Source: an optimization exercise on an open RTL-to-GDS flow (aim: small area). Production flows keep margins and buffers that such runs may drop.
Only simulation tests tie the RTL to the original design; equivalence was not proved.
No activity file was given, so power comes from the tool's default toggle rates.

<file path="config.mk">
export PLATFORM = sky130hd
export DESIGN_NAME = eeg_packet_parser
export DESIGN_NICKNAME = eeg_packet_parser
export VERILOG_FILES = /design/flow/design.v
export SDC_FILE = /design/flow/constraint.sdc
export NUM_CORES = 4
export LEC_CHECK = 0
export CAP_MARGIN = 20
export CORE_MARGIN = 2
export CORE_UTILIZATION = 70
export PLACE_DENSITY = 0.8
export SLEW_MARGIN = 20
</file>
<file path="constraint.sdc">
create_clock -name core_clock -period 7.0 [get_ports {clk}]
set_input_delay 1.4000 -clock core_clock [delete_from_list [all_inputs] [get_ports {clk}]]
set_output_delay 1.4000 -clock core_clock [all_outputs]
set_load 0.01 [all_outputs]
</file>
<file path="design.v">
`default_nettype none
package eegp_pkg;
  localparam int BAND_W   = 24;
  localparam int CFG_IDX_W = 4;
  localparam int Q_DEPTH  = 2;
  localparam logic [7:0] QUALITY_DEFAULT = 8'd200;
  localparam logic [7:0] RAW_ROW_LEN     = 8'd2;
  localparam logic [7:0] BAND_ROW_LEN    = 8'd24;
  localparam logic [7:0] SYNC_FIRST_RST  = 8'd170;
  localparam logic [7:0] SYNC_SECOND_RST = 8'd170;
  localparam logic [6:0] CODE_QUAL_RST   = 7'd2;
  localparam logic [6:0] CODE_ATTN_RST   = 7'd4;
  localparam logic [6:0] CODE_MED_RST    = 7'd5;
  localparam logic [7:0] CODE_RAW_RST    = 8'd128;
  localparam logic [7:0] CODE_BAND_RST   = 8'd131;
  localparam logic [7:0] MAX_PAYLOAD_RST = 8'd169;
  localparam logic [CFG_IDX_W-1:0] REG_SYNC_FIRST  = 4'd0;
  localparam logic [CFG_IDX_W-1:0] REG_SYNC_SECOND = 4'd1;
  localparam logic [CFG_IDX_W-1:0] REG_CODE_QUAL   = 4'd2;
  localparam logic [CFG_IDX_W-1:0] REG_CODE_ATTN   = 4'd3;
  localparam logic [CFG_IDX_W-1:0] REG_CODE_MED    = 4'd4;
  localparam logic [CFG_IDX_W-1:0] REG_CODE_RAW    = 4'd5;
  localparam logic [CFG_IDX_W-1:0] REG_CODE_BAND   = 4'd6;
  localparam logic [CFG_IDX_W-1:0] REG_MAX_PAYLOAD = 4'd7;
  localparam logic [3:0] KIND_QUALITY    = 4'd0;
  localparam logic [3:0] KIND_ATTENTION  = 4'd1;
  localparam logic [3:0] KIND_MEDITATION = 4'd2;
  localparam logic [3:0] KIND_RAW        = 4'd3;
  localparam logic [3:0] KIND_BAND0      = 4'd4;
  typedef struct packed {
    logic [7:0]  quality;
    logic [7:0]  attention;
    logic [7:0]  meditation;
    logic [15:0] raw;
    logic        raw_seen;
    logic        band_seen;
  } snap_t;
  localparam int SNAP_W = 42;   
endpackage
`default_nettype wire
`default_nettype none
import eegp_pkg::*;
module eeg_packet_parser #(
  parameter int BAND_COUNT = 8
) (
  input  wire logic                 clk,
  input  wire logic                 rst,
  input  wire logic                 cfg_valid,
  output logic                      cfg_ready,
  input  wire logic [CFG_IDX_W-1:0] cfg_index,
  input  wire logic [7:0]           cfg_data,
  input  wire logic                 push,
  output logic                      full,
  input  wire logic [7:0]           rx_byte,
  input  wire logic                 pop,
  output logic                      empty,
  output logic [3:0]                value_kind,
  output logic signed [24:0]        value_data,
  output logic                      last_value
);
  localparam int F_SYNC1 = 0, F_SYNC2 = 1, F_LEN = 2, F_PAY = 3, F_CHK = 4;
  localparam logic [1:0] R_CODE = 2'd0, R_LEN = 2'd1, R_SINGLE = 2'd2, R_DATA = 2'd3;
  localparam logic [1:0] C_NONE = 2'd0, C_Q = 2'd1, C_A = 2'd2, C_M = 2'd3;
  localparam logic [1:0] C_RAW = 2'd1, C_BAND = 2'd2;
  assign cfg_ready = 1'b1;
  logic [7:0] sync_first, sync_second, code_raw_wave, code_band_power, max_payload;
  logic [6:0] code_quality, code_attn, code_med;
  logic [7:0] cfg_one, cfg_zero;    
  logic [7:0] cfg_en;
  assign cfg_one  = cfg_data | {8{rst}};
  assign cfg_zero = cfg_data & {8{~rst}};
  always_comb begin
    for (int k = 0; k < 8; k++) cfg_en[k] = rst || (cfg_valid && cfg_index == 4'(k));
  end
  function automatic logic [7:0] cfg_d(input logic [7:0] rst_val);
    for (int b = 0; b < 8; b++) cfg_d[b] = rst_val[b] ? cfg_one[b] : cfg_zero[b];
  endfunction
  logic [7:0] d_qual, d_attn, d_med;
  assign d_qual = cfg_d({1'b0, CODE_QUAL_RST});
  assign d_attn = cfg_d({1'b0, CODE_ATTN_RST});
  assign d_med  = cfg_d({1'b0, CODE_MED_RST});
  always_ff @(posedge clk) begin
    if (cfg_en[REG_SYNC_FIRST])  sync_first      <= cfg_d(SYNC_FIRST_RST);
    if (cfg_en[REG_SYNC_SECOND]) sync_second     <= cfg_d(SYNC_SECOND_RST);
    if (cfg_en[REG_CODE_QUAL])   code_quality    <= d_qual[6:0];
    if (cfg_en[REG_CODE_ATTN])   code_attn       <= d_attn[6:0];
    if (cfg_en[REG_CODE_MED])    code_med        <= d_med[6:0];
    if (cfg_en[REG_CODE_RAW])    code_raw_wave   <= cfg_d(CODE_RAW_RST);
    if (cfg_en[REG_CODE_BAND])   code_band_power <= cfg_d(CODE_BAND_RST);
    if (cfg_en[REG_MAX_PAYLOAD]) max_payload     <= cfg_d(MAX_PAYLOAD_RST);
  end
  logic [4:0]  frame_phase;
  logic [1:0]  row_phase, row_class;
  logic [7:0]  pay_rem, row_rem, checksum_sum;
  logic        q_full, q_push;
  logic [1:0]  q_count;
  logic        wr_ptr, rd_ptr;
  logic        accept, in_pay, in_data, band_row, last_row_byte;
  logic        pay_ge2, pay_ge3;
  assign full          = frame_phase[F_CHK] && q_full;
  assign accept        = push && !full;
  assign in_pay        = accept && frame_phase[F_PAY];
  assign in_data       = in_pay && (row_phase == R_DATA);
  assign band_row      = (row_class == C_BAND);
  assign last_row_byte = (row_rem == 8'd1);
  assign pay_ge2       = (pay_rem != 8'd1);
  assign pay_ge3       = pay_ge2 && (pay_rem != 8'd2);
  assign q_push        = accept && frame_phase[F_CHK] && match_a;
  logic [7:0] cmp_a, cmp_b;
  logic       match_a, match_b, match_c;
  always_comb begin
    cmp_a = ({8{frame_phase[F_SYNC1]}} & sync_first) |
            ({8{frame_phase[F_SYNC2]}} & sync_second) |
            ({8{frame_phase[F_PAY]}} & (rx_byte[7] ? code_raw_wave : {1'b0, code_quality})) |
            ({8{frame_phase[F_CHK]}} & ~checksum_sum);
  end
  assign cmp_b   = rx_byte[7] ? code_band_power : {1'b0, code_attn};
  assign match_a = (rx_byte == cmp_a);
  assign match_b = (rx_byte == cmp_b);
  assign match_c = (rx_byte == {1'b0, code_med});
  always_ff @(posedge clk) begin
    if (rst) begin
      frame_phase <= 5'(1 << F_SYNC1);
    end else if (accept) begin
      frame_phase <= '0;
      if (frame_phase[F_SYNC1]) begin
        frame_phase[F_SYNC1] <= !match_a;
        frame_phase[F_SYNC2] <= match_a;
      end
      if (frame_phase[F_SYNC2]) begin
        frame_phase[F_LEN]   <= match_a;
        frame_phase[F_SYNC1] <= !match_a;
      end
      if (frame_phase[F_LEN]) begin
        if (rx_byte > max_payload) frame_phase[F_SYNC1] <= 1'b1;
        else if (rx_byte == 8'd0) frame_phase[F_CHK] <= 1'b1;
        else frame_phase[F_PAY] <= 1'b1;
      end
      if (frame_phase[F_PAY]) begin
        frame_phase[F_PAY] <= (pay_rem != 8'd1);
        frame_phase[F_CHK] <= (pay_rem == 8'd1);
      end
      if (frame_phase[F_CHK]) frame_phase[F_SYNC1] <= 1'b1;
    end
  end
  always_ff @(posedge clk) begin
    if (accept && frame_phase[F_LEN]) begin
      pay_rem      <= rx_byte;
      checksum_sum <= '0;
      row_phase    <= R_CODE;
    end else if (in_pay) begin
      pay_rem      <= pay_rem - 8'd1;
      checksum_sum <= checksum_sum + rx_byte;
      case (row_phase)
        R_CODE: begin
          row_phase <= rx_byte[7] ? R_LEN : R_SINGLE;
          if (match_a) row_class <= C_Q;
          else if (match_b) row_class <= C_A;
          else if (match_c) row_class <= C_M;
          else row_class <= C_NONE;
        end
        R_SINGLE: row_phase <= R_CODE;
        R_LEN: begin
          row_rem   <= rx_byte;
          row_phase <= (rx_byte == 8'd0) ? R_CODE : R_DATA;
          if ((row_class == C_RAW && rx_byte != RAW_ROW_LEN) ||
              (row_class == C_BAND && rx_byte != BAND_ROW_LEN)) row_class <= C_NONE;
        end
        default: begin
          row_rem <= row_rem - 8'd1;
          if (last_row_byte) row_phase <= R_CODE;
        end
      endcase
    end
  end
  logic [7:0]  p_quality, p_attention, p_meditation;
  logic [15:0] p_raw;
  logic        p_raw_seen, p_band_seen;
  logic [BAND_W-1:0] p_band [BAND_COUNT];
  always_ff @(posedge clk) begin
    if (accept && frame_phase[F_LEN]) begin
      p_quality    <= QUALITY_DEFAULT;
      p_attention  <= '0;
      p_meditation <= '0;
      p_raw_seen   <= 1'b0;
      p_band_seen  <= 1'b0;
    end else if (in_pay) begin
      if (row_phase == R_SINGLE) begin
        if (row_class == C_Q) p_quality    <= rx_byte;
        if (row_class == C_A) p_attention  <= rx_byte;
        if (row_class == C_M) p_meditation <= rx_byte;
      end
      if (row_phase == R_DATA && row_class == C_RAW && last_row_byte) p_raw_seen <= 1'b1;
      if (row_phase == R_DATA && band_row && last_row_byte) p_band_seen <= 1'b1;
    end
  end
  always_ff @(posedge clk) begin
    if (in_data && row_class == C_RAW && row_rem[1:0] == 2'd2 && pay_ge2) p_raw[15:8] <= rx_byte;
    if (in_data && row_class == C_RAW && last_row_byte) p_raw[7:0] <= rx_byte;
  end
  for (genvar g = 0; g < BAND_COUNT; g++) begin : g_band
    always_ff @(posedge clk) begin
      if (in_data && band_row && row_rem[4:0] == 5'(24 - 3 * g) && pay_ge3) p_band[g][23:16] <= rx_byte;
      if (in_data && band_row && row_rem[4:0] == 5'(23 - 3 * g) && pay_ge2) p_band[g][15:8]  <= rx_byte;
      if (in_data && band_row && row_rem[4:0] == 5'(22 - 3 * g))            p_band[g][7:0]   <= rx_byte;
    end
  end
  logic [7:0]  e_quality [2], e_attention [2], e_meditation [2];
  logic [15:0] e_raw [2];
  logic        e_raw_seen [2], e_band_seen [2];
  logic [BAND_W-1:0] ring [2][BAND_COUNT];
  logic [2:0]  ring_base [2];    
  logic [2:0]  phase;            
  logic [2:0]  xfer_idx;         
  logic        xfer_ent;         
  logic        xfer_go;
  logic [1:0]  ring_ins;
  logic [BAND_W-1:0] xfer_word;
  logic        rd_en;
  assign rd_ptr  = wr_ptr ^ (q_count == 2'd1);
  assign q_full  = q_count[1];
  assign empty   = (q_count == 2'd0);
  assign xfer_go = q_push && p_band_seen;
  always_comb begin
    xfer_word = '0;
    for (int i = 0; i < BAND_COUNT; i++)
      xfer_word |= {BAND_W{xfer_idx == 3'(i)}} & p_band[i];
  end
  for (genvar e = 0; e < 2; e++) begin : g_entry
    assign ring_ins[e] = (xfer_go && wr_ptr == 1'(e)) || (xfer_idx != 3'd0 && xfer_ent == 1'(e));
    always_ff @(posedge clk) begin
      if (q_push && wr_ptr == 1'(e)) begin
        e_quality[e]    <= p_quality;
        e_attention[e]  <= p_attention;
        e_meditation[e] <= p_meditation;
        e_raw[e]        <= p_raw;
        e_raw_seen[e]   <= p_raw_seen;
        e_band_seen[e]  <= p_band_seen;
        ring_base[e]    <= phase + 3'd5;
      end
    end
    always_ff @(posedge clk) begin
      ring[e][0] <= ring_ins[e] ? xfer_word : ring[e][BAND_COUNT-1];
      for (int i = 1; i < BAND_COUNT; i++) ring[e][i] <= ring[e][i-1];
    end
  end
  always_ff @(posedge clk) begin
    if (rst) begin
      phase    <= '0;
      xfer_idx <= '0;
    end else begin
      phase <= phase + 3'd1;
      if (xfer_go) xfer_idx <= 3'd1;
      else if (xfer_idx != 3'd0) xfer_idx <= xfer_idx + 3'd1;
    end
  end
  always_ff @(posedge clk) begin
    if (xfer_go) xfer_ent <= wr_ptr;
  end
  always_ff @(posedge clk) begin
    if (rst) begin
      wr_ptr  <= 1'b0;
      q_count <= '0;
    end else begin
      if (q_push) wr_ptr <= ~wr_ptr;
      if (q_push && !rd_en) q_count <= q_count + 2'd1;
      else if (rd_en && !q_push) q_count <= q_count - 2'd1;
    end
  end
  logic [3:0] kind;
  logic       h_raw_seen, h_band_seen;
  logic [15:0] h_raw;
  logic       take;
  logic [2:0] band_idx, band_place;
  assign value_kind  = kind;
  assign h_raw_seen  = e_raw_seen[rd_ptr];
  assign h_band_seen = e_band_seen[rd_ptr];
  assign h_raw       = e_raw[rd_ptr];
  assign take        = pop && !empty;
  assign band_idx    = {~kind[2], kind[1:0]};
  assign band_place  = phase - ring_base[rd_ptr] - kind[2:0];
  logic [1:0]  hsel;
  logic [3:0]  ksel;
  logic        kband;
  logic [BAND_COUNT-1:0] psel;
  assign hsel  = {rd_ptr, ~rd_ptr};
  assign kband = kind[3] || kind[2];
  always_comb begin
    for (int k = 0; k < 4; k++) ksel[k] = (kind == 4'(k));
    for (int i = 0; i < BAND_COUNT; i++) psel[i] = kband && (band_place == 3'(i));
  end
  always_comb begin
    value_data = '0;
    for (int e = 0; e < 2; e++) begin
      value_data |= {25{hsel[e] & ksel[0]}} & {17'd0, e_quality[e]};
      value_data |= {25{hsel[e] & ksel[1]}} & {17'd0, e_attention[e]};
      value_data |= {25{hsel[e] & ksel[2]}} & {17'd0, e_meditation[e]};
      value_data |= {25{hsel[e] & ksel[3]}} & {{9{e_raw[e][15]}}, e_raw[e]};
      for (int i = 0; i < BAND_COUNT; i++)
        value_data |= {25{hsel[e] & psel[i]}} & {1'b0, ring[e][i]};
    end
  end
  assign last_value = (kind == 4'd11) ||
                      (kind == KIND_RAW && !h_band_seen) ||
                      (kind == KIND_MEDITATION && !h_raw_seen && !h_band_seen);
  assign rd_en = take && last_value;
  always_ff @(posedge clk) begin
    if (rst) begin
      kind <= KIND_QUALITY;
    end else if (take) begin
      if (last_value) kind <= KIND_QUALITY;
      else if (kind == KIND_MEDITATION) kind <= h_raw_seen ? KIND_RAW : KIND_BAND0;
      else kind <= kind + 4'd1;
    end
  end
endmodule
`default_nettype wire
</file>
<file path="flow/run.sh">
#!/bin/bash
# Own layout flow: the standard ORFS flow (standard.sh, synth_recipe.tcl)
# with three changes to how the layout is made:
#  - logic mapping in synthesis uses flow/abc_map.script, an area-oriented ABC
#    script, in place of ORFS's abc_speed.script (flip-flop mapping, flattening
#    and renaming are unchanged, so the registers are the standard ones);
#  - a leaner clock tree: no dummy loads, larger sink clusters of clkbuf_16;
#  - single-drive buffers on the ports.
# Make's output goes to flow_make.log here; each ORFS step keeps its own log
# under orfs/logs/.
set -euo pipefail
cd "$(dirname "$0")/.."
rm -rf scripts_abc
cp -r "$FLOW_HOME/scripts" scripts_abc
cp flow/abc_map.script scripts_abc/abc_speed.script
CTS="-sink_clustering_enable -repair_clock_nets -dont_use_dummy_load"
CTS="$CTS -buf_list sky130_fd_sc_hd__clkbuf_16 -sink_clustering_size 30 -sink_clustering_max_diameter 70"
bash standard.sh "SCRIPTS_DIR=$PWD/scripts_abc" "CTS_ARGS=$CTS" \
  "BUFFER_PORTS_ARGS=-buffer_cell sky130_fd_sc_hd__buf_1" finish > flow_make.log 2>&1
</file>
<file path="flow/abc_map.script">
strash
dc2
&get -n
&st
&dch -f
&nf -R 1000
&put
topo
stime -c
</file>
<file path="standard.sh">
#!/bin/bash
# synth_recipe.tcl (not shown) runs the flow's synth.tcl, then flattens the netlist and writes it again
# the make line also repeats each setting of config.mk as NAME=value (left out here)
make -C /OpenROAD-flow-scripts/flow DESIGN_CONFIG=/design/flow/config.mk WORK_HOME=/design/flow/orfs CLKGATE_MAP_FILE= SYNTH_SCRIPT=/design/flow/synth_recipe.tcl "${@:-finish}"
</file>
==> summary.md, run 1 <==
| Metric | Value |
|---|---|
| Status | `timing/DRC/antenna clean` |
| Period utilization | `95.9%` |
| Most used DFF post-synth | `dfxtp_1` |
| Via count | `17014` |
| CTS tree | `done` |
| Register area share after synthesis | `75.0%` |
| CTS Buf Count | `36` |
| Hold Path Origin | `ring[5][19]$_DFF_P_` |
| Top cells by area, synth | `edfxtp_1, dfxtp_1, a222oi_1` |
| Max Slew Vio Count | `0` |
| Final instance area | `0.0291 sq mm` |
| First-pass GRT wire length | `96000 um` |
| Pre-antenna DRT Iters | `7` |
| Placed inst area | `0.0282 sq mm` |
| Post-DP HPWL | `39500 um` |
| Achievable frequency | `149 MHz` |
| Crit path DAT | `5.31 ns` |
| Synth top area share | `42.3%` |
| Vias/cell | `6.87` |
| Most frequent cell after synthesis | `dfxtp_1` |
| Diode count | `0` |
| Yosys top cell by area | `edfxtp_1` |
| R2r endpoint | `p_band[1][23]$_DFFE_PP_` |
| Max Clock Skew | `0.0694 ns` |
| Antenna violations before repair | `1` |
| Nets@finish | `2035` |
| CP max FO | `15` |
| Synthesized flop and latch total | `816` |
| Layout cells sized above 1 | `6.36%` |
| Hold/Removal Path Class | `register to register` |
| Post-synthesis instance area | `0.0268 sq mm` |
| Post-CTS setup buffers | `0` |
| 1st-iter DRT viols | `2830` |
| CP endpoint kind | `primary output` |
| Worst skew pair latency | `0.60 ns` |
| Commonest cells post-synth | `dfxtp_1, edfxtp_1, a222oi_1, nor2_1, nand2_1` |
| Simple-Gate Fraction of Synth Area | `7.28%` |
| Core Util, Final | `77.3%` |
| P&R area growth vs syn | `8.57%` |
| GP Congestion | `0.887` |
| RSZ-0062 raised after global routing | `no` |
| Chip height | `200 um` |
| DR WL/cell | `26.0 um` |
| Core Region | `0.0377 sq mm` |
| GRT Total Usage | `32.4%` |
| Multiplexer share of the synthesized area | `0.667%` |
| CTS Sinks | `816` |
| Post-DRT Antenna Nets | `0` |
| Final setup vio count | `0` |
| Pleak | `10.2 nW` |
| Initial Util | `71.2%` |
| Worst R2R Start | `frame_phase[4]$_SDFFE_PP0P_` |
| Post-Syn Nets | `1885` |
| I/O pin count | `58` |
| Syn_area_per_cell | `14.8 sq um` |
| Largest net degree at the start of global routing | `46` |
| Ys async rst share | `0%` |
| Worst slew pin tran | `1.10 ns` |
| CTS Root Cell | `clkbuf_16` |
| Die area | `0.0399 sq mm` |
| Worst VDD drop | `0.264 mV` |
| Filler instances | `2293` |
| Post-Synth Adder-Cell Area | `2.09%` |
| TNS Setup | `0 ns` |
| Final worst path period need | `6.71 ns` |
| Total Wirelength | `64400 um` |
| Worst Path Required | `5.60 ns` |
| Total grt overflow | `0` |
| Max-Cap Viols | `0` |
| Number of synthesized flops with an enable pin | `378` |
| Final hold violation count | `0` |
| CP startpoint kind | `register` |
| Register-to-Register Setup Slack | `2.87 ns` |
| Yosys cell types | `47` |
| Max Buffers Root-to-Sink | `3` |
| # rows | `71` |
| Residual DRC | `0` |
| Syn Inst Count | `1817` |
| Depth of the CTS H-tree | `2` |
| Number of global-route vias before repair | `16693` |
| Yosys warning total | `10` |
| Port-buffer cells | `56` |
| Hold Path Stages | `0` |
| Compound-Gate Fraction of Synth Area | `13.0%` |
| Die width | `200 um` |
| Largest family of logic cells by synthesized area | `compound AO/OA/AOI/OAI gates` |
| WS Path Type | `register to primary output` |
| Hold worst-path end | `ring[6][19]$_DFF_P_` |
| Clk pin slew, worst setup/hold paths | `0.11 ns` |
| Post-synthesis xor/xnor area fraction | `1.27%` |
| Pwr dens | `322 mW/mm^2` |
| Post_cts resized | `0` |
| # hold bufs at CTS | `0` |
| Slew margin rel. | `26.3%` |
| R2R depth | `7` |
==> critical path, cell delays in order (launching register included) <==
cell	delay [ns]
dfxtp_1	0.37
clkinv_1	0.12
ha_1	0.27
xnor2_2	0.19
mux2i_1	0.25
fa_1	0.47
ha_1	0.20
or2_0	0.25
fa_1	0.44
xnor2_1	0.15
xnor2_1	0.28
xor2_1	0.31
nand2_1	0.16
nor2_2	0.13
buf_4	0.31
a221o_1	0.21
a21oi_1	0.04
and4_1	0.22
nand3_1	0.17
buf_1	0.21
==> where the power goes <==
part / internal, mW / leakage [nW] / switching (mW)
Combinational: 0.261 / 2.50 / 0.479
Clock: 0.929 / 0.444 / 1.34
Sequential: 5.87 / 7.26 / 0.500
Total: 7.06 / 10.2 / 2.32
==> logic make-up after synthesis <==
family,after synthesis
buffers and inverters,51
adder cells (fa/ha/maj),43
XOR/XNOR,39
AND/OR/NAND/NOR,406
multiplexers,17
other,1
AO/OA/AOI/OAI,444
flip-flops,816
==> metal layers <==
metal  track usage [%]  share of wire (%)  vias to the layer above  routed length (um)
met3              7.53                 12                      154                7610
met2              52.2                 47                     1080               30300
met4              11.0                3.0                        2                1920
li1                  -                  -                     7464                   -
met5                 0              0.020                        -                  13
met1              44.1                 38                     8314               24600
==> registers in the layout (all words and copies together), names as in the netlist, 16 cells and up <==
name	cells
ring	384
p_band	192
e_raw	32
e_attention	16
e_meditation	16
e_quality	16
p_raw	16
==> through the flow <==
stage | hold slack (ns) | worst slack, ns | cells | power, mW
4_1_cts | 0.296 | 0.115 | 2476 | 9.34
3_3_place_gp | 0.331 | 0.925 | 2440 | 7.09
3_5_place_dp | 0.337 | 0.749 | 2440 | 7.15
6_report | 0.290 | 0.286 | 2476 | 9.38
2_1_floorplan | 0.330 | 0.465 | 1817 | 6.69
5_1_grt | 0.302 | 0.000667 | 2476 | 9.68
==> cells in the final DEF (no fill, tap or decap), drive strengths merged, types with 29 or more instances in the layout <==
cell type and n:
a21oi 79, nor2 144, nand3 39, clkbuf 44, a221oi 41, edfxtp 378
clkinv 50, o21ai 39, a22oi 54, nand2 82, xnor2 29, ha 40
dfxtp 438, buf 105, a222oi 148
==> area by class of cell <==
class,count,area [sq um],area share [%]
Inverter,50,188,0.644
Sequential cell,816,20100,69.1
Multi-Input combinational cell,950,6610,22.7
Clock buffer,36,901,3.09
Timing Repair Buffer,113,673,2.31
Tap cell,511,639,2.20
==> worst max-delay path by stage <==
stage	startpoint	end	slack, ns	cells after the start
after floorplan	q_count[1]$_SDFFE_PP0P_	value_data[4]	0.47	18
after global placement	q_count[1]$_SDFFE_PP0P_	value_data[0]	0.92	18
after detailed placement	q_count[1]$_SDFFE_PP0P_	value_data[0]	0.75	18
after CTS	q_count[1]$_SDFFE_PP0P_	value_data[0]	0.11	18
after global routing	q_count[1]$_SDFFE_PP0P_	value_data[3]	0.0007	19
final	q_count[1]$_SDFFE_PP0P_	value_data[4]	0.29	19
==> inputs of run 2 (changes only) <==
--- a/design.v
+++ b/design.v
@@ -273,3 +273,3 @@
   logic       take;
-  logic [2:0] band_idx, band_place;
+  logic [2:0] band_place;
   assign value_kind  = kind;
@@ -279,3 +279,2 @@
   assign take        = pop && !empty;
-  assign band_idx    = {~kind[2], kind[1:0]};
   assign band_place  = phase - ring_base[rd_ptr] - kind[2:0];
==> summary.md, run 2 <==
| Metric | Value |
|---|---|
| Status | `timing/DRC/antenna clean (unchanged)` |
| Syn_area_per_cell | `14.8 sq um (unchanged)` |
| Post-Syn Nets | `1885 (unchanged)` |
| Residual DRC | `0 (unchanged)` |
| CP startpoint kind | `register (unchanged)` |
| Post-DP HPWL | `39500 um (unchanged)` |
| Max Slew Vio Count | `0 (unchanged)` |
| Layout cells sized above 1 | `6.36% (unchanged)` |
| Chip height | `200 um (unchanged)` |
| Worst setup startpoint | `q_count[1]$_SDFFE_PP0P_ (unchanged)` |
| CTS Sinks | `816 (unchanged)` |
| TNS Setup | `0 ns (unchanged)` |
| Diode count | `0 (unchanged)` |
| Port-buffer cells | `56 (unchanged)` |
| Synthesized flop and latch total | `816 (unchanged)` |
| R2r endpoint | `p_band[1][23]$_DFFE_PP_ (unchanged)` |
| Filler instances | `2293 (unchanged)` |
| CTS tree | `done (unchanged)` |
| Top cells by area, synth | `edfxtp_1, dfxtp_1, a222oi_1 (unchanged)` |
| Max-Cap Viols | `0 (unchanged)` |
| Worst VDD drop | `0.264 mV (unchanged)` |
| Worst slew pin tran | `1.10 ns (unchanged)` |
| Worst skew pair latency | `0.60 ns (about the same)` |
| Most frequent cells in the layout | `dfxtp_1, edfxtp_1, a222oi_1 (unchanged)` |
| Pleak | `10.2 nW (unchanged)` |
| Top Metal Used | `met5 (unchanged)` |
| DRT met1 WL | `24600 um (unchanged)` |
| Met2 wire length | `30300 um (unchanged)` |
| Via count | `17014 (unchanged)` |
| Critical path capture point | `value_data[4] (unchanged)` |
| Length of routed met3 wiring | `7610 um (unchanged)` |
| Register-to-Register Setup Slack | `2.87 ns (about the same)` |
| CP max FO | `15 (unchanged)` |
| Yosys top cell by area | `edfxtp_1 (unchanged)` |
| GRT Total Usage | `32.4% (unchanged)` |
| Total Wirelength | `64400 um (unchanged)` |
| Biggest register | `ring (unchanged)` |
| Hold Path Origin | `ring[5][19]$_DFF_P_ (unchanged)` |
| Slew margin rel. | `26.3% (unchanged)` |
| Final setup vio count | `0 (unchanged)` |
| # hold bufs at CTS | `0 (unchanged)` |
| Hold/Removal Path Class | `register to register (unchanged)` |
| WS Path Type | `register to primary output (unchanged)` |
| Initial Util | `71.2% (unchanged)` |
| CP endpoint kind | `primary output (unchanged)` |
| Synth top area share | `42.3% (unchanged)` |
| First-pass GRT wire length | `96000 um (unchanged)` |
| Final non-filler cell total | `2476 (unchanged)` |
| Achievable frequency | `149 MHz (unchanged)` |
| Worst R2R Start | `frame_phase[4]$_SDFFE_PP0P_ (unchanged)` |
| CTS Buf Count | `36 (unchanged)` |
| Most used DFF post-synth | `dfxtp_1 (unchanged)` |
| P&R area growth vs syn | `8.57% (unchanged)` |
| Power, Total | `9.38 mW (unchanged)` |
| Core Region | `0.0377 sq mm (unchanged)` |
| GP Congestion | `0.887 (unchanged)` |
| Commonest cells post-synth | `dfxtp_1, edfxtp_1, a222oi_1, nor2_1, nand2_1 (unchanged)` |
| Depth of the CTS H-tree | `2 (unchanged)` |
| Post-DRT Antenna Nets | `0 (unchanged)` |
| Die area | `0.0399 sq mm (unchanged)` |
| Register area share after synthesis | `75.0% (unchanged)` |
| CTS Root Cell | `clkbuf_16 (unchanged)` |
| I/O pin count | `58 (unchanged)` |
| Largest regs | `ring (384), p_band (192), e_raw (32) (unchanged)` |
| Number of synthesized flops with an enable pin | `378 (unchanged)` |
| 1st-iter DRT viols | `2830 (unchanged)` |
| Vias/cell | `6.87 (unchanged)` |
| # rows | `71 (unchanged)` |
| Final worst path period need | `6.71 ns (unchanged)` |
| Most frequent cell after synthesis | `dfxtp_1 (unchanged)` |
| Ys async rst share | `0% (unchanged)` |
| Largest register FFs | `384 (unchanged)` |
| Largest net degree at the start of global routing | `46 (unchanged)` |
| Worst Path Required | `5.60 ns (about the same)` |
| Max Buffers Root-to-Sink | `3 (unchanged)` |
| Placed cells | `2440 (unchanged)` |
| Number of global-route vias before repair | `16693 (unchanged)` |
| Final hold violation count | `0 (unchanged)` |
| Nets@finish | `2035 (unchanged)` |
| Yosys cell types | `47 (unchanged)` |
| R2R depth | `7 (unchanged)` |
| Die width | `200 um (unchanged)` |
| Antenna violations before repair | `1 (unchanged)` |
| Clk pin slew, worst setup/hold paths | `0.11 ns (about the same)` |
| Total grt overflow | `0 (unchanged)` |
| Period utilization | `95.9% (unchanged)` |
| Pwr dens | `322 mW/mm^2 (unchanged)` |
| Syn Inst Count | `1817 (unchanged)` |
| Post-CTS setup buffers | `0 (unchanged)` |
| Max Clock Skew | `0.0694 ns (unchanged)` |
| Crit path DAT | `5.31 ns (about the same)` |
| Post-synthesis instance area | `0.0268 sq mm (unchanged)` |
| Yosys warning total | `10 (unchanged)` |
| Pre-antenna DRT Iters | `7 (unchanged)` |
| Commonest non-fill, non-tap cell in the layout | `dfxtp_1 (unchanged)` |
| RSZ-0062 raised after global routing | `no (unchanged)` |
| Hold_ws | `0.290 ns (unchanged)` |
| DR WL/cell | `26.0 um (unchanged)` |
run 2: cell counts after synthesis:
No cell type changed its count.
run 2: where the power goes:
part           switching, mW  total, mW  internal, mW
logic                  0.479      0.740         0.261
clock network           1.34       2.27         0.929
registers              0.500       6.37          5.87
run 2: final cells by class:
class / count / area [sq um] / area share, %
repair buffers: 113 / 673 / 2.31
well taps: 511 / 639 / 2.20
clock buffers: 36 / 901 / 3.09
multi-input cells: 950 / 6610 / 22.7
inverters: 50 / 188 / 0.644
flip-flops and latches: 816 / 20100 / 69.1
run 2: worst min path at each step:
stage                                      end  cells after the start
after detailed placement   ring[12][2]$_DFF_P_                      0
after floorplan           ring[11][23]$_DFF_P_                      0
after CTS                  ring[7][23]$_DFF_P_                      0
final                      ring[6][19]$_DFF_P_                      0
after global placement     ring[2][21]$_DFF_P_                      0
after global routing       ring[4][23]$_DFF_P_                      0
run 2: cells by family after synthesis:
| group | after synthesis | synth area share, % |
|---|---|---|
| compound gates | 444 | 13.0 |
| xor+xnor | 39 | 1.27 |
| fa+ha+maj | 43 | 2.09 |
| buf+inv | 51 | 0.728 |
| flops | 816 | 75.0 |
| mux | 17 | 0.667 |
| other cells | 1 | 0.0140 |
| simple gates | 406 | 7.28 |
run 2: what timing repair did:
| action | 4_1_cts | 5_1_grt |
|---|---|---|
| resized for setup | 0 | 2 |
| endpoints found under the setup margin | 0 | 14 |
| endpoints found under the hold margin | 0 | 0 |
run 2: per-layer routing:
layer,up-vias,track usage (%)
li1,7464,-
met1,8314,44.1
met2,1080,52.2
met3,154,7.53
met4,2,11.0
met5,-,0
run 2: through the flow:
| step | util, % | cell area, sq um | worst slack (ns) |
|---|---|---|---|
| final | 77.3 | 29100 | 0.286 |
| after global routing | 77.3 | 29100 | 0.000667 |
| after CTS | 77.3 | 29100 | 0.115 |
| after detailed placement | 74.9 | 28200 | 0.749 |
| after global placement | 74.9 | 28200 | 0.925 |
| after floorplan | - | 26800 | 0.465 |
run 2: worst max-delay path: stages (launching register included):
cell and delay [ns]:
dfxtp_1 0.37, clkinv_1 0.12, ha_1 0.27, xnor2_2 0.19
mux2i_1 0.25, fa_1 0.47, ha_1 0.20, or2_0 0.25
fa_1 0.44, xnor2_1 0.15, xnor2_1 0.28, xor2_1 0.31
nand2_1 0.16, nor2_2 0.13, buf_4 0.31, a221o_1 0.21
a21oi_1 0.04, and4_1 0.22, nand3_1 0.17, buf_1 0.21
==> inputs of run 3 (changes only) <==
--- a/flow/run.sh
+++ b/flow/run.sh
@@ -16,3 +16,3 @@
 CTS="-sink_clustering_enable -repair_clock_nets -dont_use_dummy_load"
-CTS="$CTS -buf_list sky130_fd_sc_hd__clkbuf_16 -sink_clustering_size 30 -sink_clustering_max_diameter 70"
+CTS="$CTS -buf_list sky130_fd_sc_hd__clkbuf_4 -sink_clustering_size 10 -sink_clustering_max_diameter 35"
 bash standard.sh "SCRIPTS_DIR=$PWD/scripts_abc" "CTS_ARGS=$CTS" \
==> summary.md, run 3 <==
| Metric | Value |
|---|---|
| Status | `timing/DRC/antenna clean (unchanged)` |
| Yosys top cell by area | `edfxtp_1 (unchanged)` |
| Max Slew Vio Count | `0 (unchanged)` |
| Post-DP HPWL | `39500 um (unchanged)` |
| RSZ-0062 raised after global routing | `yes (was no)` |
| CTS Root Cell | `clkbuf_4 (was clkbuf_16)` |
| Synth top area share | `42.3% (unchanged)` |
| GP Congestion | `0.887 (unchanged)` |
| Antenna violations before repair | `2 (was 1)` |
| Number of synthesized flops with an enable pin | `378 (unchanged)` |
| Max-Cap Viols | `0 (unchanged)` |
| DR WL/cell | `25.4 um (was 26.0 um)` |
| Depth of the CTS H-tree | `3 (was 2)` |
| Most frequent cell after synthesis | `dfxtp_1 (unchanged)` |
| Top cells by area, synth | `edfxtp_1, dfxtp_1, a222oi_1 (unchanged)` |
| Syn_area_per_cell | `14.8 sq um (unchanged)` |
| P&R area growth vs syn | `8.57% (unchanged)` |
| CTS Buf Count | `105 (was 36)` |
| Pwr dens | `315 mW/mm^2 (was 322 mW/mm^2)` |
| Achievable frequency | `146 MHz (was 149 MHz)` |
| CP endpoint kind | `primary output (unchanged)` |
| Final worst path period need | `6.84 ns (was 6.71 ns)` |
| Largest regs | `ring (384), p_band (192), e_raw (32) (unchanged)` |
| Placed inst area | `0.0282 sq mm (unchanged)` |
| Post-DRT Antenna Nets | `0 (unchanged)` |
| Clk pin slew, worst setup/hold paths | `0.09 ns (was 0.11 ns)` |
| Die width | `200 um (unchanged)` |
| Worst VDD drop | `0.166 mV (was 0.264 mV)` |
| Vias/cell | `6.81 (was 6.87)` |
| Largest register FFs | `384 (unchanged)` |
| Yosys cell types | `47 (unchanged)` |
| Post-synthesis instance area | `0.0268 sq mm (unchanged)` |
| Syn Inst Count | `1817 (unchanged)` |
| Synthesized flop and latch total | `816 (unchanged)` |
| # rows | `71 (unchanged)` |
| Worst Path Required | `5.60 ns (about the same)` |
| Total Wirelength | `64800 um (was 64400 um)` |
| Number of global-route vias before repair | `17227 (was 16693)` |
| Register area share after synthesis | `75.0% (unchanged)` |
| First-pass GRT wire length | `96200 um (was 96000 um)` |
| Chip height | `200 um (unchanged)` |
| Worst skew pair latency | `0.90 ns (was 0.60 ns)` |
| Via count | `17378 (was 17014)` |
| Final instance area | `0.0291 sq mm (unchanged)` |
| Worst slew pin tran | `1.09 ns (was 1.10 ns)` |
| Hold_ws | `0.225 ns (was 0.290 ns)` |
| I/O pin count | `58 (unchanged)` |
| Die area | `0.0399 sq mm (unchanged)` |
| Slew margin rel. | `27.1% (was 26.3%)` |
| Initial Util | `71.2% (unchanged)` |
| Total grt overflow | `0 (unchanged)` |
| CTS Sinks | `816 (unchanged)` |
| Nets@finish | `2106 (was 2035)` |
| Filler instances | `2335 (was 2293)` |
| Pre-antenna DRT Iters | `10 (was 7)` |
| Pleak | `10.3 nW (was 10.2 nW)` |
| GRT Total Usage | `32.6% (was 32.4%)` |
| Post-Syn Nets | `1885 (unchanged)` |
| Yosys warning total | `10 (unchanged)` |
| Commonest non-fill, non-tap cell in the layout | `dfxtp_1 (unchanged)` |
| WS Path Type | `register to primary output (unchanged)` |
| Most frequent cells in the layout | `dfxtp_1, edfxtp_1, a222oi_1 (unchanged)` |
| Biggest register | `ring (unchanged)` |
| Period utilization | `97.7% (was 95.9%)` |
| CTS tree | `done (unchanged)` |
| 1st-iter DRT viols | `2515 (was 2830)` |
| Core Region | `0.0377 sq mm (unchanged)` |
| Final hold violation count | `0 (unchanged)` |
| Commonest cells post-synth | `dfxtp_1, edfxtp_1, a222oi_1, nor2_1, nand2_1 (unchanged)` |
| CP max FO | `24 (was 15)` |
| Hold/Removal Path Class | `register to register (unchanged)` |
| Crit path DAT | `5.44 ns (was 5.31 ns)` |
| Ys async rst share | `0% (unchanged)` |
| Layout cells sized above 1 | `9.92% (was 6.36%)` |
| Max Buffers Root-to-Sink | `3 (unchanged)` |
| Final setup vio count | `0 (unchanged)` |
| Port-buffer cells | `56 (unchanged)` |
| Largest net degree at the start of global routing | `46 (unchanged)` |
| Residual DRC | `0 (unchanged)` |
| CP startpoint kind | `register (unchanged)` |
| Max Clock Skew | `0.142 ns (was 0.0694 ns)` |
| Most used DFF post-synth | `dfxtp_1 (unchanged)` |
run 3: cell counts after synthesis:
No cell type changed its count.
run 3: logic make-up after synthesis:
logic type	synth area share, %
AO/OA/AOI/OAI	13.0
multiplexers	0.667
buffers and inverters	0.728
AND/OR/NAND/NOR	7.28
flip-flops	75.0
other	0.0140
XOR/XNOR	1.27
adder cells (fa/ha/maj)	2.09
run 3: metal layers:
layer  vias up  track usage (%)  wire length, um
li1       7643                -                -
met1      8379             44.0            25000
met2      1149             51.4            30200
met3       207             7.56             7310
met4         0             13.8             2260
met5         -                0                0
run 3: worst paths after layout:
kind                                from                 endpoint  slack, ns  cells past startpoint
max              q_count[1]$_SDFFE_PP0P_            value_data[9]       0.16                     19
min                  ring[8][10]$_DFF_P_      ring[9][10]$_DFF_P_       0.23                      0
max reg2reg  frame_phase[4]$_SDFFE_PP0P_  p_band[1][19]$_DFFE_PP_       2.93                      7
min reg2reg          ring[8][10]$_DFF_P_      ring[9][10]$_DFF_P_       0.23                      0
run 3: through the flow:
step           worst slack, ns  cells  setup TNS, ns  utilization [%]  power, mW
2_1_floorplan            0.465   1817              0                -       6.69
5_1_grt                 -0.131   2551         -0.920             77.3       9.51
4_1_cts                 0.0116   2545              0             77.0       9.15
3_5_place_dp             0.749   2440              0             74.9       7.15
6_report                 0.163   2551              0             77.3       9.18
3_3_place_gp             0.925   2440              0             74.9       7.09
run 3: critical path, cell delays in order, from the launching register on:
cell      delay [ns]
dfxtp_1         0.36
clkinv_1        0.13
ha_2            0.23
xnor2_2         0.17
mux2i_1         0.25
fa_1            0.47
ha_1            0.20
or2_0           0.25
fa_1            0.47
xnor2_2         0.16
xnor2_2         0.18
xnor2_1         0.34
nand2_1         0.20
nor2_2          0.14
buf_6           0.30
a22o_1          0.18
a221oi_1        0.04
and4_1          0.20
nand3_1         0.12
buf_1           0.19
run 3: layout make-up:
class | count | area (sq um) | share of cell area (%)
Sequential cell | 816 | 20100 | 69.1
Timing Repair Buffer | 115 | 737 | 2.53
Tap cell | 511 | 639 | 2.20
Multi-Input combinational cell | 950 | 6640 | 22.8
Inverter | 50 | 188 | 0.644
Antenna cell | 4 | 10.0 | 0.0344
Clock buffer | 105 | 788 | 2.71
run 3: power by group:
group | internal [mW] | leakage, nW | switching, mW
Sequential | 5.87 | 7.26 | 0.497
Combinational | 0.262 | 2.53 | 0.477
Clock | 0.685 | 0.483 | 1.39
run 3: repair_timing:
action / 4_1_cts / 5_1_grt
endpoints found under the setup margin: 16 / 24
gates cloned: 0 / 0
gates resized for setup: 2 / 21
pin swaps: 0 / 2
hold buffers: 0 / 0
buffers inserted: 0 / 2
==> inputs of run 4 (changes only) <==
--- a/flow/run.sh
+++ b/flow/run.sh
@@ -16,3 +16,3 @@
 CTS="-sink_clustering_enable -repair_clock_nets -dont_use_dummy_load"
-CTS="$CTS -buf_list sky130_fd_sc_hd__clkbuf_4 -sink_clustering_size 10 -sink_clustering_max_diameter 35"
+CTS="$CTS -buf_list sky130_fd_sc_hd__clkbuf_8 -sink_clustering_size 18 -sink_clustering_max_diameter 50"
 bash standard.sh "SCRIPTS_DIR=$PWD/scripts_abc" "CTS_ARGS=$CTS" \
==> summary.md, run 4 <==
| Metric | Value |
|---|---|
| Status | `timing/DRC/antenna clean (unchanged)` |
| GRT Total Usage | `32.3% (was 32.6%)` |
| Max Buffers Root-to-Sink | `3 (unchanged)` |
| Hold_ws | `0.282 ns (was 0.225 ns)` |
| Filler instances | `2302 (was 2335)` |
| Hold/Removal Path Class | `register to register (unchanged)` |
| Total grt overflow | `0 (unchanged)` |
| Placed cells | `2440 (unchanged)` |
| Depth of the CTS H-tree | `2 (was 3)` |
| Post-DP HPWL | `39500 um (unchanged)` |
| Slew margin rel. | `30.5% (was 27.1%)` |
| Largest family of logic cells by synthesized area | `compound AO/OA/AOI/OAI gates (unchanged)` |
| Max Slew Vio Count | `0 (unchanged)` |
| Layout cells sized above 1 | `7.50% (was 9.92%)` |
| Post-synthesis instance area | `0.0268 sq mm (unchanged)` |
| Post-Syn Nets | `1885 (unchanged)` |
| CTS Buf Count | `56 (was 105)` |
| P&R area growth vs syn | `8.27% (was 8.57%)` |
| Post-Synth Adder-Cell Area | `2.09% (unchanged)` |
| Number of synthesized flops with an enable pin | `378 (unchanged)` |
| Total Wirelength | `64200 um (was 64800 um)` |
| DR WL/cell | `25.7 um (was 25.4 um)` |
| Synth top area share | `42.3% (unchanged)` |
| CTS Sinks | `816 (unchanged)` |
| Worst slew pin tran | `1.04 ns (was 1.09 ns)` |
| Chip height | `200 um (unchanged)` |
| Nets@finish | `2057 (was 2106)` |
| Core Region | `0.0377 sq mm (unchanged)` |
| Reg area | `0.0201 sq mm (unchanged)` |
| Simple-Gate Fraction of Synth Area | `7.28% (unchanged)` |
| Port-buffer cells | `56 (unchanged)` |
| Syn_area_per_cell | `14.8 sq um (unchanged)` |
| I/O pin count | `58 (unchanged)` |
| Worst VDD drop | `0.241 mV (was 0.166 mV)` |
| Max Clock Skew | `0.0981 ns (was 0.142 ns)` |
| Ys async rst share | `0% (unchanged)` |
| Power, Total | `9.16 mW (was 9.18 mW)` |
| Most used DFF post-synth | `dfxtp_1 (unchanged)` |
| Most frequent cells in the layout | `dfxtp_1, edfxtp_1, a222oi_1 (unchanged)` |
| Pre-antenna DRT Iters | `8 (was 10)` |
| Pleak | `10.2 nW (was 10.3 nW)` |
| Via count | `17012 (was 17378)` |
| WS Path Type | `register to primary output (unchanged)` |
| Initial Util | `71.2% (unchanged)` |
| Commonest non-fill, non-tap cell in the layout | `dfxtp_1 (unchanged)` |
| GP Congestion | `0.887 (unchanged)` |
| Final non-filler cell total | `2498 (was 2551)` |
| Clk pin slew, worst setup/hold paths | `0.10 ns (was 0.09 ns)` |
| Worst skew pair latency | `0.71 ns (was 0.90 ns)` |
| Crit path DAT | `5.38 ns (was 5.44 ns)` |
| Vias/cell | `6.81 (about the same)` |
| First-pass GRT wire length | `95600 um (was 96200 um)` |
| Antenna violations before repair | `1 (was 2)` |
| Pwr dens | `315 mW/mm^2 (about the same)` |
| Final hold violation count | `0 (unchanged)` |
| Synthesized flop and latch total | `816 (unchanged)` |
| CP endpoint kind | `primary output (unchanged)` |
| # rows | `71 (unchanged)` |
| Final setup vio count | `0 (unchanged)` |
| Residual DRC | `0 (unchanged)` |
| Yosys top cell by area | `edfxtp_1 (unchanged)` |
| Worst path most repeated cell | `xnor2_2 (unchanged)` |
| Commonest cells post-synth | `dfxtp_1, edfxtp_1, a222oi_1, nor2_1, nand2_1 (unchanged)` |
| Biggest register | `ring (unchanged)` |
| Largest regs | `ring (384), p_band (192), e_raw (32) (unchanged)` |
| Max-Cap Viols | `0 (unchanged)` |
| Diode count | `0 (was 4)` |
| Yosys cell types | `47 (unchanged)` |
| Worst setup margin | `0.215 ns (was 0.163 ns)` |
| Syn Inst Count | `1817 (unchanged)` |
| Slowest CP cell | `fa_1 (unchanged)` |
| 1st-iter DRT viols | `2634 (was 2515)` |
| Dpl ws | `0.749 ns (unchanged)` |
| Post-DRT Antenna Nets | `0 (unchanged)` |
| Die area | `0.0399 sq mm (unchanged)` |
| Largest net degree at the start of global routing | `46 (unchanged)` |
| Compound-Gate Fraction of Synth Area | `13.0% (unchanged)` |
| Multi-input gate area | `0.00663 sq mm (was 0.00664 sq mm)` |
| Die width | `200 um (unchanged)` |
| # hold bufs at CTS | `0 (unchanged)` |
| Period utilization | `96.9% (was 97.7%)` |
| CTS Root Cell | `clkbuf_8 (was clkbuf_4)` |
| Core Util, Final | `77.1% (was 77.3%)` |
| Multiplexer share of the synthesized area | `0.667% (unchanged)` |
| Crit-path cells | `clkinv_1, ha_1, xnor2_2, mux2i_1, fa_1, ha_1, or2_0, fa_1, xnor2_2, xnor2_2, xnor2_1, nand2_1, nor2_2, buf_4, a22o_1, a221oi_1, and4_1, nand3_1, buf_1 (was clkinv_1, ha_2, xnor2_2, mux2i_1, fa_1, ha_1, or2_0, fa_1, xnor2_2, xnor2_2, xnor2_1, nand2_1, nor2_2, buf_6, a22o_1, a221oi_1, and4_1, nand3_1, buf_1)` |
| Final worst path period need | `6.78 ns (was 6.84 ns)` |
| Most frequent cell after synthesis | `dfxtp_1 (unchanged)` |
| Largest register FFs | `384 (unchanged)` |
| Post-synthesis xor/xnor area fraction | `1.27% (unchanged)` |
| Number of global-route vias before repair | `16780 (was 17227)` |
| Yosys warning total | `10 (unchanged)` |
| Placed inst area | `0.0282 sq mm (unchanged)` |
| Critical path's largest stage delay | `0.49 ns (was 0.47 ns)` |
| CP startpoint kind | `register (unchanged)` |
| Register area share after synthesis | `75.0% (unchanged)` |
| Final instance area | `0.0290 sq mm (was 0.0291 sq mm)` |
| CP max FO | `24 (unchanged)` |
| Worst Path Required | `5.60 ns (about the same)` |
| Top cells by area, synth | `edfxtp_1, dfxtp_1, a222oi_1 (unchanged)` |
| TNS Setup | `0 ns (unchanged)` |
| CTS tree | `done (unchanged)` |
| Achievable frequency | `147 MHz (was 146 MHz)` |
[run 4: cell counts after synthesis]
No cell type changed its count.
[run 4: routing by layer]
layer	track usage, %	up-vias	routed length, um
met5	0	-	0
met4	12.5	0	1720
met3	7.34	151	7380
met2	51.3	1061	30300
met1	44.0	8307	24900
li1	-	7493	-
[run 4: final timing paths]
check | end | slack [ns] | from | depth (start not counted)
min | ring[7][23]$_DFF_P_ | 0.28 | ring[6][23]$_DFF_P_ | 0
min reg2reg | ring[7][23]$_DFF_P_ | 0.28 | ring[6][23]$_DFF_P_ | 0
max | value_data[9] | 0.22 | q_count[1]$_SDFFE_PP0P_ | 19
max reg2reg | ring[8][6]$_DFF_P_ | 2.97 | frame_phase[4]$_SDFFE_PP0P_ | 13
[run 4: final cells by class]
type / instances / area share (%)
Multi-Input combinational cell: 950 / 22.8
Tap cell: 511 / 2.20
Timing Repair Buffer: 115 / 2.42
Clock buffer: 56 / 2.65
Inverter: 50 / 0.646
Sequential cell: 816 / 69.3
[run 4: repair_timing]
action / in CTS / in global routing
endpoints found under the setup margin: 2 / 21
hold endpoints to repair: 0 / 0
pin swaps: 0 / 2
resized for setup: 1 / 8
setup buffers: 0 / 2
[run 4: cells by family (layout without fill, tap and decap cells)]
logic type	after synthesis	after routing
simple gates	406	406
compound gates	444	444
mux	17	17
xor+xnor	39	39
buf+inv	51	221
flops	816	816
fa+ha+maj	43	43
other cells	1	1
[run 4: power by group]
| part | switching, mW | internal, mW |
|---|---|---|
| sequential | 0.497 | 5.87 |
| clock | 1.34 | 0.716 |
| combinational | 0.478 | 0.262 |
[run 4: critical path: cells and delay by family, from the launching register on]
kind                     cells  cell delay, ns
AO/OA/AOI/OAI                2            0.23
multiplexers                 1            0.25
adder cells (fa/ha/maj)      4            1.44
XOR/XNOR                     4            0.83
buffers and inverters        3            0.70
flip-flops                   1            0.37
AND/OR/NAND/NOR              5            0.91
==> inputs of run 5 (changes only) <==
--- a/flow/run.sh
+++ b/flow/run.sh
@@ -6,3 +6,3 @@
 #    and renaming are unchanged, so the registers are the standard ones);
-#  - a leaner clock tree: no dummy loads, larger sink clusters of clkbuf_16;
+#  - a leaner clock tree: no dummy loads, sink clusters of up to 18 flip-flops on clkbuf_8;
 #  - single-drive buffers on the ports.
--- a/config.mk
+++ b/config.mk
@@ -10,2 +10,4 @@
 export CORE_UTILIZATION = 70
+export GPL_ROUTABILITY_DRIVEN = 0
+export GPL_TIMING_DRIVEN = 0
 export PLACE_DENSITY = 0.8
==> summary.md, run 5 <==
| Metric | Value |
|---|---|
| Worst VDD drop | `0.210 mV (was 0.241 mV)` |
| Most used DFF post-synth | `dfxtp_1 (unchanged)` |
| Core Region | `0.0377 sq mm (unchanged)` |
| Crit path DAT | `5.51 ns (was 5.38 ns)` |
| Net switching power figure | `2.37 mW (was 2.31 mW)` |
| Initial Util | `71.2% (unchanged)` |
| Synthesized flop and latch total | `816 (unchanged)` |
| Achievable frequency | `145 MHz (was 147 MHz)` |
| Hold Path Origin | `ring[1][19]$_DFF_P_ (was ring[6][23]$_DFF_P_)` |
| Antenna violations before repair | `1 (unchanged)` |
| Depth of the CTS H-tree | `2 (unchanged)` |
| Nets@finish | `2062 (was 2057)` |
| Top cell family by delay on the critical path | `adder cells (unchanged)` |
| # hold bufs at CTS | `0 (unchanged)` |
| CTS Root Cell | `clkbuf_8 (unchanged)` |
| Worst slew pin tran | `1.21 ns (was 1.04 ns)` |
| TNS Setup | `0 ns (unchanged)` |
| Clk pin slew, worst setup/hold paths | `0.10 ns (about the same)` |
| Vias/cell | `6.93 (was 6.81)` |
| Pwr dens | `311 mW/mm^2 (was 315 mW/mm^2)` |
| Register area share after synthesis | `75.0% (unchanged)` |
| Logic pwr share | `8.5% (was 8.1%)` |
| CTS Buf Count | `56 (unchanged)` |
| CP max FO | `7 (was 24)` |
| Diode count | `0 (unchanged)` |
| Worst path most repeated cell | `buf_4 (was xnor2_2)` |
| First-pass GRT wire length | `100000 um (was 95600 um)` |
| Final hold violation count | `0 (unchanged)` |
| Syn_area_per_cell | `14.8 sq um (unchanged)` |
| WS Path Type | `register to primary output (unchanged)` |
| Worst setup startpoint | `q_count[1]$_SDFFE_PP0P_ (unchanged)` |
| Slew margin rel. | `19.6% (was 30.5%)` |
| Residual DRC | `0 (unchanged)` |
| Number of synthesized flops with an enable pin | `378 (unchanged)` |
| Crit-path cells | `clkinvlp_4, ha_4, xnor2_4, mux2i_2, fa_1, clkinv_1, ha_1, or2_1, fa_2, xnor2_2, xnor2_2, buf_4, xor2_2, nand2_1, nor2_4, buf_4, buf_4, nand2_1, and4_1, nand3_1, buf_1 (was clkinv_1, ha_1, xnor2_2, mux2i_1, fa_1, ha_1, or2_0, fa_1, xnor2_2, xnor2_2, xnor2_1, nand2_1, nor2_2, buf_4, a22o_1, a221oi_1, and4_1, nand3_1, buf_1)` |
| RSZ-0062 raised after global routing | `yes` |
| Worst setup margin | `0.0897 ns (was 0.215 ns)` |
| Die area | `0.0399 sq mm (unchanged)` |
| Worst skew pair latency | `0.72 ns (was 0.71 ns)` |
| Final setup vio count | `0 (unchanged)` |
| Register-to-Register Setup Slack | `2.98 ns (was 2.97 ns)` |
| Commonest non-fill, non-tap cell in the layout | `dfxtp_1 (unchanged)` |
| Max Slew Vio Count | `0 (unchanged)` |
| Max Buffers Root-to-Sink | `3 (unchanged)` |
| Seq pwr share | `69.0% (was 69.5%)` |
| Slowest CP cell | `fa_1 (unchanged)` |
| Via count | `17341 (was 17012)` |
| Hold worst-path end | `ring[2][19]$_DFF_P_ (was ring[7][23]$_DFF_P_)` |
| Pleak | `10.4 nW (was 10.2 nW)` |
| R2r endpoint | `ring[8][13]$_DFF_P_ (was ring[8][6]$_DFF_P_)` |
| Die width | `200 um (unchanged)` |
| CP endpoint kind | `primary output (unchanged)` |
| Post-DP HPWL | `41600 um (was 39500 um)` |
| Syn Inst Count | `1817 (unchanged)` |
| Clk pwr share | `22.4% (about the same)` |
| CTS tree | `done (unchanged)` |
| Worst R2R Start | `checksum_sum[1]$_SDFFE_PP0P_ (was frame_phase[4]$_SDFFE_PP0P_)` |
| Hold Path Stages | `0 (unchanged)` |
| Worst Path Required | `5.60 ns (about the same)` |
| Port-buffer cells | `56 (unchanged)` |
| GRT Total Usage | `34.3% (was 32.3%)` |
| Final worst path period need | `6.91 ns (was 6.78 ns)` |
| Largest regs | `ring (384), p_band (192), e_raw (32) (unchanged)` |
| Ys async rst share | `0% (unchanged)` |
| Total Wirelength | `67800 um (was 64200 um)` |
| Critical path's largest stage delay | `0.57 ns (was 0.49 ns)` |
| Max Clock Skew | `0.0980 ns (was 0.0981 ns)` |
| Filler instances | `2116 (was 2302)` |
| Dpl ws | `0.0825 ns (was 0.749 ns)` |
| Status | `timing/DRC/antenna clean (unchanged)` |
| WP buf/inv | `6 (was 3)` |
| CTS Sinks | `816 (unchanged)` |
| Hold/Removal Path Class | `register to register (unchanged)` |
| Largest register FFs | `384 (unchanged)` |
| I/O pin count | `58 (unchanged)` |
| Pre-antenna DRT Iters | `14 (was 8)` |
| Yosys top cell by area | `edfxtp_1 (unchanged)` |
| DR WL/cell | `27.1 um (was 25.7 um)` |
| Synth top area share | `42.3% (unchanged)` |
| Most frequent cell after synthesis | `dfxtp_1 (unchanged)` |
| Biggest register | `ring (unchanged)` |
| Commonest cells post-synth | `dfxtp_1, edfxtp_1, a222oi_1, nor2_1, nand2_1 (unchanged)` |
| Post-Syn Nets | `1885 (unchanged)` |
| R2R depth | `12 (was 13)` |
| Switch share | `25.6% (was 25.3%)` |
| Chip height | `200 um (unchanged)` |
| Yosys warning total | `10 (unchanged)` |
| Top cells by area, synth | `edfxtp_1, dfxtp_1, a222oi_1 (unchanged)` |
| Post-DRT Antenna Nets | `0 (unchanged)` |
| 1st-iter DRT viols | `2670 (was 2634)` |
| Most frequent cells in the layout | `dfxtp_1, edfxtp_1, a222oi_1 (unchanged)` |
| Total grt overflow | `0 (unchanged)` |
| Largest net degree at the start of global routing | `47 (was 46)` |
| Post-synthesis instance area | `0.0268 sq mm (unchanged)` |
| Max-Cap Viols | `0 (unchanged)` |
| P&R area growth vs syn | `11.1% (was 8.27%)` |
| CP startpoint kind | `register (unchanged)` |
| Power, Total | `9.26 mW (was 9.16 mW)` |
| Layout cells sized above 1 | `9.74% (was 7.50%)` |
| Number of global-route vias before repair | `16958 (was 16780)` |
| Pint | `6.89 mW (was 6.85 mW)` |
| # rows | `71 (unchanged)` |
| Period utilization | `98.7% (was 96.9%)` |
| Yosys cell types | `47 (unchanged)` |
## run 5: power by group through the flow
stage	clock network, mW	registers, mW	logic, mW
2_1_floorplan	0	6.25	0.433
3_3_place_gp	0	6.38	0.672
3_5_place_dp	0	6.44	0.764
4_1_cts	2.07	6.35	0.773
5_1_grt	2.25	6.46	0.845
6_report	2.08	6.39	0.788
## run 5: repair_timing
action | in CTS | in global routing
resized for setup | 10 | 16
buffers inserted | 24 | 6
setup endpoints to repair | 24 | 24
pin swaps | 14 | 14
gates cloned | 0 | 0
## run 5: through the flow
step                utilization [%]  cells  instance area (sq um)  hold slack (ns)
floorplan                         -   1817                  26800            0.330
global placement               73.5   2384                  27700            0.332
detailed placement             76.1   2417                  28600            0.336
CTS                            78.9   2497                  29700            0.326
global route                   79.1   2503                  29800            0.324
finish                         79.1   2503                  29800            0.324
## run 5: cell type report
| type | instances | area, sq um | area share, % |
|---|---|---|---|
| repair buffers | 119 | 1180 | 3.97 |
| plain buffers | 1 | 7.51 | 0.0252 |
| inverters | 50 | 191 | 0.643 |
| multi-input cells | 950 | 6880 | 23.1 |
| clock buffers | 56 | 771 | 2.59 |
| well taps | 511 | 639 | 2.15 |
| flip-flops and latches | 816 | 20100 | 67.5 |
## run 5: worst max path at each step
stage | end | depth (start not counted)
6_report | value_data[7] | 21
5_1_grt | value_data[7] | 20
4_1_cts | value_data[7] | 20
3_5_place_dp | value_data[9] | 19
3_3_place_gp | ring[8][2]$_DFF_P_ | 11
2_1_floorplan | value_data[4] | 18
## run 5: worst register-to-register path: cells and delay by family, from the launching register on
kind,cells,cell delay [ns]
AND/OR/NAND/NOR,4,1.63
XOR/XNOR,1,0.20
AO/OA/AOI/OAI,3,0.87
flip-flops,1,0.35
buffers and inverters,3,0.54
multiplexers,1,0.33
## run 5: kinds of logic after synthesis
kind of cell / synth area share, %
flip-flops: 75.0
AO/OA/AOI/OAI: 13.0
AND/OR/NAND/NOR: 7.28
buffers and inverters: 0.728
adder cells (fa/ha/maj): 2.09
XOR/XNOR: 1.27
multiplexers: 0.667
other: 0.0140
## run 5: metal layers
metal,part of all wire (%),track usage [%]
met1,38,45.5
met4,3.4,13.1
met3,11,8.15
met5,0.015,0
met2,48,55.6
==> inputs of run 6 (changes only) <==
--- a/config.mk
+++ b/config.mk
@@ -10,4 +10,2 @@
 export CORE_UTILIZATION = 70
-export GPL_ROUTABILITY_DRIVEN = 0
-export GPL_TIMING_DRIVEN = 0
 export PLACE_DENSITY = 0.8
==> summary.md, run 6 <==
| Metric | Value |
|---|---|
| Yosys top cell by area | `edfxtp_1 (unchanged)` |
| Worst setup startpoint | `q_count[1]$_SDFFE_PP0P_ (unchanged)` |
| Yosys cell types | `47 (unchanged)` |
| Post-DP HPWL | `39500 um (was 41600 um)` |
| Status | `timing/DRC/antenna clean (unchanged)` |
| Hold_ws | `0.282 ns (was 0.324 ns)` |
| Pint | `6.85 mW (was 6.89 mW)` |
| R2r endpoint | `ring[8][6]$_DFF_P_ (was ring[8][13]$_DFF_P_)` |
| Ys async rst share | `0% (unchanged)` |
| Dpl ws | `0.749 ns (was 0.0825 ns)` |
| WS Path Type | `register to primary output (unchanged)` |
| DRT met1 WL | `24900 um (was 25600 um)` |
| Slew margin rel. | `30.5% (was 19.6%)` |
| Period utilization | `96.9% (was 98.7%)` |
| CTS Buf Count | `56 (unchanged)` |
| Most frequent cells in the layout | `dfxtp_1, edfxtp_1, a222oi_1 (unchanged)` |
| 1st-iter DRT viols | `2634 (was 2670)` |
| Core Region | `0.0377 sq mm (unchanged)` |
| CP max FO | `24 (was 7)` |
| Final setup vio count | `0 (unchanged)` |
| CTS tree | `done (unchanged)` |
| Critical path capture point | `value_data[9] (was value_data[7])` |
| Pleak | `10.2 nW (was 10.4 nW)` |
| P&R area growth vs syn | `8.27% (was 11.1%)` |
| Logic pwr share | `8.1% (was 8.5%)` |
| CP endpoint kind | `primary output (unchanged)` |
| Hold/Removal Path Class | `register to register (unchanged)` |
| Via count | `17012 (was 17341)` |
| Pwr dens | `315 mW/mm^2 (was 311 mW/mm^2)` |
| Die area | `0.0399 sq mm (unchanged)` |
| Post-synthesis instance area | `0.0268 sq mm (unchanged)` |
| Crit path DAT | `5.38 ns (was 5.51 ns)` |
| Pre-antenna DRT Iters | `8 (was 14)` |
| Multi-input gate area | `0.00663 sq mm (was 0.00688 sq mm)` |
| Initial Util | `71.2% (unchanged)` |
| CTS Root Cell | `clkbuf_8 (unchanged)` |
| Filler instances | `2302 (was 2116)` |
| Chip height | `200 um (unchanged)` |
| Total grt overflow | `0 (unchanged)` |
| Max Clock Skew | `0.0981 ns (was 0.0980 ns)` |
| GP Congestion | `0.887` |
| Syn Inst Count | `1817 (unchanged)` |
| Met2 wire length | `30300 um (was 32400 um)` |
| First-pass GRT wire length | `95600 um (was 100000 um)` |
| Worst setup margin | `0.215 ns (was 0.0897 ns)` |
| R2R depth | `13 (was 12)` |
| Most frequent cell after synthesis | `dfxtp_1 (unchanged)` |
| CP startpoint kind | `register (unchanged)` |
| Post-Syn Nets | `1885 (unchanged)` |
| Max-Cap Viols | `0 (unchanged)` |
| Seq pwr share | `69.5% (was 69.0%)` |
| Final worst path period need | `6.78 ns (was 6.91 ns)` |
| Largest net degree at the start of global routing | `46 (was 47)` |
| Largest register FFs | `384 (unchanged)` |
| Number of synthesized flops with an enable pin | `378 (unchanged)` |
| Worst skew pair latency | `0.71 ns (was 0.72 ns)` |
| CTS Sinks | `816 (unchanged)` |
| Commonest cells post-synth | `dfxtp_1, edfxtp_1, a222oi_1, nor2_1, nand2_1 (unchanged)` |
| Number of global-route vias before repair | `16780 (was 16958)` |
| DR WL/cell | `25.7 um (was 27.1 um)` |
| Vias/cell | `6.81 (was 6.93)` |
| Yosys warning total | `10 (unchanged)` |
| Diode count | `0 (unchanged)` |
| Port-buffer cells | `56 (unchanged)` |
| Register area share after synthesis | `75.0% (unchanged)` |
| Nets@finish | `2057 (was 2062)` |
| Final non-filler cell total | `2498 (was 2503)` |
| Placed cells | `2440 (was 2417)` |
| Die width | `200 um (unchanged)` |
| Worst VDD drop | `0.241 mV (was 0.210 mV)` |
| Worst R2R Start | `frame_phase[4]$_SDFFE_PP0P_ (was checksum_sum[1]$_SDFFE_PP0P_)` |
| # rows | `71 (unchanged)` |
| Switch share | `25.3% (was 25.6%)` |
| Net switching power figure | `2.31 mW (was 2.37 mW)` |
| Post-DRT Antenna Nets | `0 (unchanged)` |
| Synthesized flop and latch total | `816 (unchanged)` |
| Synth top area share | `42.3% (unchanged)` |
| Top cells by area, synth | `edfxtp_1, dfxtp_1, a222oi_1 (unchanged)` |
| Biggest register | `ring (unchanged)` |
| Max Buffers Root-to-Sink | `3 (unchanged)` |
| Residual DRC | `0 (unchanged)` |
| Worst slew pin tran | `1.04 ns (was 1.21 ns)` |
| Clk pwr share | `22.4% (about the same)` |
| I/O pin count | `58 (unchanged)` |
| Clk pin slew, worst setup/hold paths | `0.10 ns (about the same)` |
| Final hold violation count | `0 (unchanged)` |
| Top Metal Used | `met4 (was met5)` |
| GRT Total Usage | `32.3% (was 34.3%)` |
| Worst Path Required | `5.60 ns (about the same)` |
| Length of routed met3 wiring | `7380 um (was 7370 um)` |
| Total Wirelength | `64200 um (was 67800 um)` |
| Achievable frequency | `147 MHz (was 145 MHz)` |
| Antenna violations before repair | `1 (unchanged)` |
| Most used DFF post-synth | `dfxtp_1 (unchanged)` |
| Max Slew Vio Count | `0 (unchanged)` |
| Layout cells sized above 1 | `7.50% (was 9.74%)` |
| Depth of the CTS H-tree | `2 (unchanged)` |
| Commonest non-fill, non-tap cell in the layout | `dfxtp_1 (unchanged)` |
| Largest regs | `ring (384), p_band (192), e_raw (32) (unchanged)` |
| Register-to-Register Setup Slack | `2.97 ns (was 2.98 ns)` |
| Reg area | `0.0201 sq mm (about the same)` |
| Syn_area_per_cell | `14.8 sq um (unchanged)` |
==> run 6: cell counts after synthesis <==
Identical to the previous run, type by type.
==> run 6: per-layer routing <==
metal	global-route usage (%)	vias up
met3	7.34	151
met2	51.3	1061
met1	44.0	8307
met4	12.5	0
li1	-	7493
met5	0	-
==> run 6: power groups by stage <==
stage	registers [mW]	clock network (mW)	logic (mW)
after floorplan	6.25	0	0.433
after global placement	6.39	0	0.692
after detailed placement	6.43	0	0.721
after CTS	6.33	2.06	0.728
after global routing	6.43	2.23	0.811
final	6.37	2.05	0.740
==> run 6: metrics by stage <==
step | cell area, sq um | util (%) | total power [mW] | setup TNS, ns
detailed placement | 28200 | 74.9 | 7.15 | 0
CTS | 29000 | 77.0 | 9.12 | 0
finish | 29000 | 77.1 | 9.16 | 0
floorplan | 26800 | - | 6.69 | 0
global route | 29000 | 77.1 | 9.47 | -0.0615
global placement | 28200 | 74.9 | 7.09 | 0
==> run 6: repair_timing <==
action | 4_1_cts | 5_1_grt
resized for setup | 1 | 8
endpoints found under the setup margin | 2 | 21
hold endpoints to repair | 0 | 0
hold buffers | 0 | 0
buffers inserted | 0 | 2
pin swaps | 0 | 2
==> run 6: critical path, stage by stage (launching register included) <==
cell,delay (ns)
dfxtp_1,0.37
clkinv_1,0.13
ha_1,0.27
xnor2_2,0.19
mux2i_1,0.25
fa_1,0.49
ha_1,0.21
or2_0,0.25
fa_1,0.47
xnor2_2,0.16
xnor2_2,0.17
xnor2_1,0.31
nand2_1,0.20
nor2_2,0.12
buf_4,0.38
a22o_1,0.19
a221oi_1,0.04
and4_1,0.21
nand3_1,0.13
buf_1,0.19
==> run 6: cell type report <==
cell class                      count  area share (%)
Clock buffer                       56            2.65
Inverter                           50           0.646
Multi-Input combinational cell    950            22.8
Sequential cell                   816            69.3
Tap cell                          511            2.20
Timing Repair Buffer              115            2.42
==> run 6: cells by family (layout without fill, tap and decap cells) <==
kind of cell | count (synthesis) | after routing | synth area share (%)
other | 1 | 1 | 0.0140
XOR/XNOR | 39 | 39 | 1.27
buffers and inverters | 51 | 221 | 0.728
AND/OR/NAND/NOR | 406 | 406 | 7.28
adder cells (fa/ha/maj) | 43 | 43 | 2.09
multiplexers | 17 | 17 | 0.667
AO/OA/AOI/OAI | 444 | 444 | 13.0
flip-flops | 816 | 816 | 75.0
==> run 6: worst min path at each step <==
stage                    startpoint                    to  slack, ns  depth (start not counted)
3_3_place_gp    ring[1][21]$_DFF_P_   ring[2][21]$_DFF_P_       0.33                          0
6_report        ring[6][23]$_DFF_P_   ring[7][23]$_DFF_P_       0.28                          0
5_1_grt         ring[3][23]$_DFF_P_   ring[4][23]$_DFF_P_       0.29                          0
2_1_floorplan  ring[10][23]$_DFF_P_  ring[11][23]$_DFF_P_       0.33                          0
3_5_place_dp    ring[11][2]$_DFF_P_   ring[12][2]$_DFF_P_       0.34                          0
4_1_cts         ring[6][23]$_DFF_P_   ring[7][23]$_DFF_P_       0.28                          0
